Background: an optimization exercise with open tools, aiming at small area and few clock cycles per item. Do not read the settings as production practice.
At most, simulation tests tie the RTL to the original design; equivalence was not proved.

Setup of maple:
Design unsigned_fractional_divider, start of the top module:
module unsigned_fractional_divider (
	input  wire logic                            clk,
	input  wire logic                            arst_n,
	input  wire logic                            in_valid,
	output logic                                 in_ready,
	input  wire logic [ufd_pkg::FIELD_WIDTH-1:0] in_dividend,
	input  wire logic [ufd_pkg::FIELD_WIDTH-1:0] in_divisor,
	output logic                                 out_valid,
	input  wire logic                            out_ready,
	output logic [ufd_pkg::QUOT_WIDTH-1:0]       out_quotient
);
Size in the first run: about 2600 cells after synthesis, about 180 flip-flops, about 130 I/O pins, ~0.018 sq mm of cells after synthesis.
Settings: LEC_CHECK=0, ABC_AREA=1, CAP_MARGIN=20, CORE_MARGIN=2, CORE_UTILIZATION=40, SLEW_MARGIN=20; clock period 10.0 ns.
standard.sh (not shown) runs the stock make flow with config.mk's settings and CLKGATE_MAP_FILE= SYNTH_SCRIPT=/design/flow/synth_recipe.tcl, a recipe that flattens the netlist after the stock synthesis.
==> flow/flow/run.sh <==
#!/bin/bash
# Standard layout, with the port buffers made from the smallest buffer cell.
set -o pipefail
export BUFFER_PORTS_ARGS="-buffer_cell sky130_fd_sc_hd__buf_1"
bash standard.sh finish > standard.log 2>&1
Testbench counts of maple, summed over its fixed seeds: cycles 62,287, items 8,000.
Edits applied to the flow inputs when going from maple to birch:
- CTS_CLUSTER_DIAMETER now 60, previously not set
- CTS_BUF_LIST now sky130_fd_sc_hd__clkbuf_8, previously not set
- CTS_CLUSTER_SIZE now 20, previously not set
==> comparison <==
- The global routing usage on met3 in birch sits 0.29 points above the value recorded for maple.
- Top fanout value on the critical path of birch is on par with maple.
- birch ends up with a final non-filler cell area that is 0.94% lower than in maple.

========
lane 4:
The RTL this note starts from:
==> flow/design.v <==
`timescale 1ns / 1ps
`default_nettype none
package ufd_pkg;
	localparam int unsigned FIELD_WIDTH = 32;
	localparam int unsigned QUOT_WIDTH  = 64;
	localparam int unsigned BITS_PER_CLK = 6;
	localparam int unsigned RW = 33;
endpackage
`default_nettype wire
`timescale 1ns / 1ps
`default_nettype none
module ufd_stage (
	input  wire logic [ufd_pkg::RW-1:0] ws_i,
	input  wire logic [ufd_pkg::RW-1:0] wc_i,    
	input  wire logic [1:0]             n_i,     
	input  wire logic [31:0]            d,
	output logic [ufd_pkg::RW-1:0]      ws_o,
	output logic [ufd_pkg::RW-1:0]      wc_o,
	output logic [1:0]                  qp,      
	output logic [1:0]                  qn       
);
	localparam int unsigned YW = ufd_pkg::RW + 2;
	logic signed [6:0] est;
	logic signed [6:0] m2, m1, m0, mm1;
	logic          pos, neg, two;
	logic [YW-1:0] ys;
	logic [YW-1:0] yc;
	logic [YW-1:0] mag;
	logic          one;
	logic [YW-1:0] op;
	logic [YW-1:0] sum;
	logic [YW-1:0] cry;
	always_comb begin
		case (d[30:28])
			3'd0:    begin m2 = 7'sd12; mm1 = -7'sd13; end
			3'd1:    begin m2 = 7'sd14; mm1 = -7'sd15; end
			3'd2:    begin m2 = 7'sd15; mm1 = -7'sd16; end
			3'd3:    begin m2 = 7'sd16; mm1 = -7'sd17; end
			3'd4:    begin m2 = 7'sd18; mm1 = -7'sd19; end
			3'd5:    begin m2 = 7'sd19; mm1 = -7'sd20; end
			3'd6:    begin m2 = 7'sd20; mm1 = -7'sd21; end
			default: begin m2 = 7'sd22; mm1 = -7'sd23; end
		endcase
		m1 = d[30] ? 7'sd6 : 7'sd4;
		m0 = d[30] ? -7'sd7 : -7'sd5;
	end
	always_comb begin
		est = ws_i[ufd_pkg::RW-1 -: 7] + wc_i[ufd_pkg::RW-1 -: 7];
		pos = (est >= m1);
		neg = (est < m0);
		two = pos ? (est >= m2) : (est < mm1);
		qp  = {pos & two, pos & ~two};
		qn  = {neg & two, neg & ~two};
		ys  = {ws_i, n_i};
		yc  = {wc_i, 1'b0, pos};
		one = (pos | neg) & ~two;
		mag = ({YW{one}} & {{(YW-32){1'b0}}, d}) | ({YW{two & (pos | neg)}} & {{(YW-33){1'b0}}, d, 1'b0});
		op  = mag ^ {YW{pos}};
		sum = ys ^ yc ^ op;
		cry = (ys & yc) | (ys & op) | (yc & op);
		ws_o = sum[ufd_pkg::RW-1:0];
		wc_o = {cry[ufd_pkg::RW-2:0], 1'b0};
	end
endmodule
`default_nettype wire
`timescale 1ns / 1ps
`timescale 1ns / 1ps
`default_nettype none
module unsigned_fractional_divider (
	input  wire logic                            clk,
	input  wire logic                            arst_n,
	input  wire logic                            in_valid,
	output logic                                 in_ready,
	input  wire logic [ufd_pkg::FIELD_WIDTH-1:0] in_dividend,
	input  wire logic [ufd_pkg::FIELD_WIDTH-1:0] in_divisor,
	output logic                                 out_valid,
	input  wire logic                            out_ready,
	output logic [ufd_pkg::QUOT_WIDTH-1:0]       out_quotient
);
	localparam int unsigned B  = ufd_pkg::BITS_PER_CLK;
	localparam int unsigned K  = B / 2;             
	localparam int unsigned RW = ufd_pkg::RW;
	logic [3:0]    cnt_q;      
	logic          done_q;     
	logic [RW-1:0] ws_q;
	logic [RW-1:0] wc_q;
	logic [30:0]   d_q;        
	logic [B:0]    nb_q;       
	logic [63:0]   q_q;        
	logic [B-1:0]  pp_q;       
	logic [B-1:0]  pn_q;       
	logic          held_q;     
	logic          corr_q;     
	logic          busy;
	logic          load;
	assign busy      = (cnt_q != 4'd0);
	assign in_ready  = ~busy & (~done_q | out_ready);
	assign load      = in_valid & in_ready;
	assign out_valid = done_q;
	logic        bz;
	logic [4:0]  s;
	logic [31:0] x16, x8, x4, x2, x1;
	logic [2:0]  p;            
	logic [3:0]  cnt_init;
	logic [31+B-1:0] y;        
	always_comb begin
		bz   = (in_divisor == 32'd0);
		s[4] = (in_divisor[31:16] == 16'd0);
		x16  = s[4] ? {in_divisor[15:0], 16'd0} : in_divisor;
		s[3] = (x16[31:24] == 8'd0);
		x8   = s[3] ? {x16[23:0], 8'd0} : x16;
		s[2] = (x8[31:28] == 4'd0);
		x4   = s[2] ? {x8[27:0], 4'd0} : x8;
		s[1] = (x4[31:30] == 2'd0);
		x2   = s[1] ? {x4[29:0], 2'd0} : x4;
		s[0] = ~x2[31];
		x1   = s[0] ? {x2[30:0], 1'b0} : x2;
		p        = '0;
		cnt_init = '0;
		for (int k = 0; k < 32; k++) begin
			if (s == 5'(k)) begin
				p        = 3'((B - ((34 + k) % B)) % B);
				cnt_init = 4'((34 + k + (B - ((34 + k) % B)) % B) / B);
			end
		end
		y        = {in_dividend, {(B-1){1'b0}}} >> p;
	end
	logic [RW-1:0] ws_s [K+1];
	logic [RW-1:0] wc_s [K+1];
	logic [B-1:0]  dp;         
	logic [B-1:0]  dn;         
	assign ws_s[0] = ws_q;
	assign wc_s[0] = wc_q;
	for (genvar i = 0; i < K; i++) begin : g_step
		ufd_stage u_step (
			.ws_i (ws_s[i]),
			.wc_i (wc_s[i]),
			.n_i  (nb_q[B-2*i -: 2]),
			.d    ({1'b1, d_q}),
			.ws_o (ws_s[i+1]),
			.wc_o (wc_s[i+1]),
			.qp   (dp[B-1-2*i -: 2]),
			.qn   (dn[B-1-2*i -: 2])
		);
	end
	logic [RW-1:0] rc;         
	logic          rneg;
	logic          corr;
	logic [B+1:0]  lo;
	logic [63-B:0] tz;         
	logic [63:0]   q_n;
	always_comb begin
		rc[0] = 1'b0;
		for (int i = 1; i < RW; i++) begin
			rc[i] = (ws_q[i-1] & wc_q[i-1]) | (rc[i-1] & (ws_q[i-1] | wc_q[i-1]));
		end
		rneg  = held_q ? corr_q : (ws_q[RW-1] ^ wc_q[RW-1] ^ rc[RW-1]);
		corr  = ~busy & rneg;
		lo    = {2'b00, pp_q} - {2'b00, pn_q} - {{(B+1){1'b0}}, corr};
		tz[0] = 1'b1;
		for (int i = 1; i <= 63 - B; i++) begin
			tz[i] = tz[i-1] & ~q_q[i-1];
		end
		q_n   = {q_q[63-B:0] ^ ({(64-B){lo[B+1]}} & tz), lo[B-1:0]};
	end
	assign out_quotient = q_n;
	always_ff @(posedge clk or negedge arst_n) begin
		if (!arst_n) begin
			cnt_q  <= 4'd0;
			done_q <= 1'b0;
		end else if (load) begin
			cnt_q  <= bz ? 4'd0 : cnt_init;
			done_q <= bz;
		end else if (busy) begin
			cnt_q  <= cnt_q - 4'd1;
			done_q <= (cnt_q == 4'd1);
		end else if (out_ready) begin
			done_q <= 1'b0;
		end
	end
	always_ff @(posedge clk) begin
		if (load) begin
			ws_q <= RW'(y[31+B-1:B+1]);
			wc_q <= '0;
			nb_q <= y[B:0];
		end else begin
			ws_q <= ws_s[K];
			wc_q <= wc_s[K];
			nb_q <= {nb_q[0], {B{1'b0}}};
		end
		held_q <= done_q & ~out_ready;
		corr_q <= rneg;
	end
	always_ff @(posedge clk) begin
		if (load) begin
			d_q  <= x1[30:0];
			q_q  <= {64{bz}};
			pp_q <= {B{bz}};
			pn_q <= '0;
		end else if (busy) begin
			q_q  <= q_n;
			pp_q <= dp;
			pn_q <= dn;
		end
	end
endmodule
`default_nettype wire
Settings: LEC_CHECK=0, ABC_AREA=1, CAP_MARGIN=20, CORE_MARGIN=2, CORE_UTILIZATION=40, SLEW_MARGIN=20; clock period 10.0 ns.
Scripts as last shown in full above: flow/flow/run.sh
STATUS run=lane 4 STAGES=ALL_DONE FINAL_CHECKS=FAILED CAUSE=negative setup slack
What lane 3 does differently from lane 4 at the input level:
Settings: CTS_CLUSTER_DIAMETER: unset -> 100; CORE_UTILIZATION: 40 -> 55; CTS_CLUSTER_SIZE: unset -> 40.
[summary]
| lane 3 | all stages done | FAIL | negative setup slack |
Compared to lane 4, lane 3 has fmax 0.51% lower.
Compared with lane 4, lane 3 shows count of nets after finishing that has gone down slightly.
Lane 4 reports its top routing layer in use as met5 while lane 3 reports met4.
In the tables for lane 3 and lane 4, clock tree cell share of total cell area reads lower with lane 4.
No functional check of the RTL was part of any run of this note.

==> afterwards: timing with drivers on the ports <==
How much do the figures lean on ideal ports? The routed layouts below were timed once more, with nothing changed but the port constraints. Step 1: set_driving_cell puts a clkbuf_16 on clk and a buf_2 on each other input, an assumption about the parent block. Step 2, shift: input delay + t, output delay - t, t = (earliest + latest rising clock arrival at the registers) / 2. This alone moves slack from input paths to output paths. a / b / c = ideal / step 1 / step 2; a / b = the first two.
| run | shift t [ns] | setup WS [ns] | hold slack, ns | slew at the worst register clock pin (ns) | pins driven straight from the clock port |
|---|---|---|---|---|---|
| maple | 0.526 | 0.485 / 0.485 / 0.485 | 0.462 / 0.462 / 0.462 | 0.09 / 0.09 | 1 |
| birch | 0.579 | 0.492 / 0.492 / 0.492 | 0.467 / 0.467 / 0.467 | 0.12 / 0.12 | 1 |
| lane 4 | 0.508 | -0.322 / -0.322 / -0.322 | 0.469 / 0.469 / 0.469 | 0.08 / 0.08 | 1 |
| lane 3 | 0.510 | -0.374 / -0.374 / -0.374 | 0.474 / 0.474 / 0.474 | 0.08 / 0.08 | 1 |
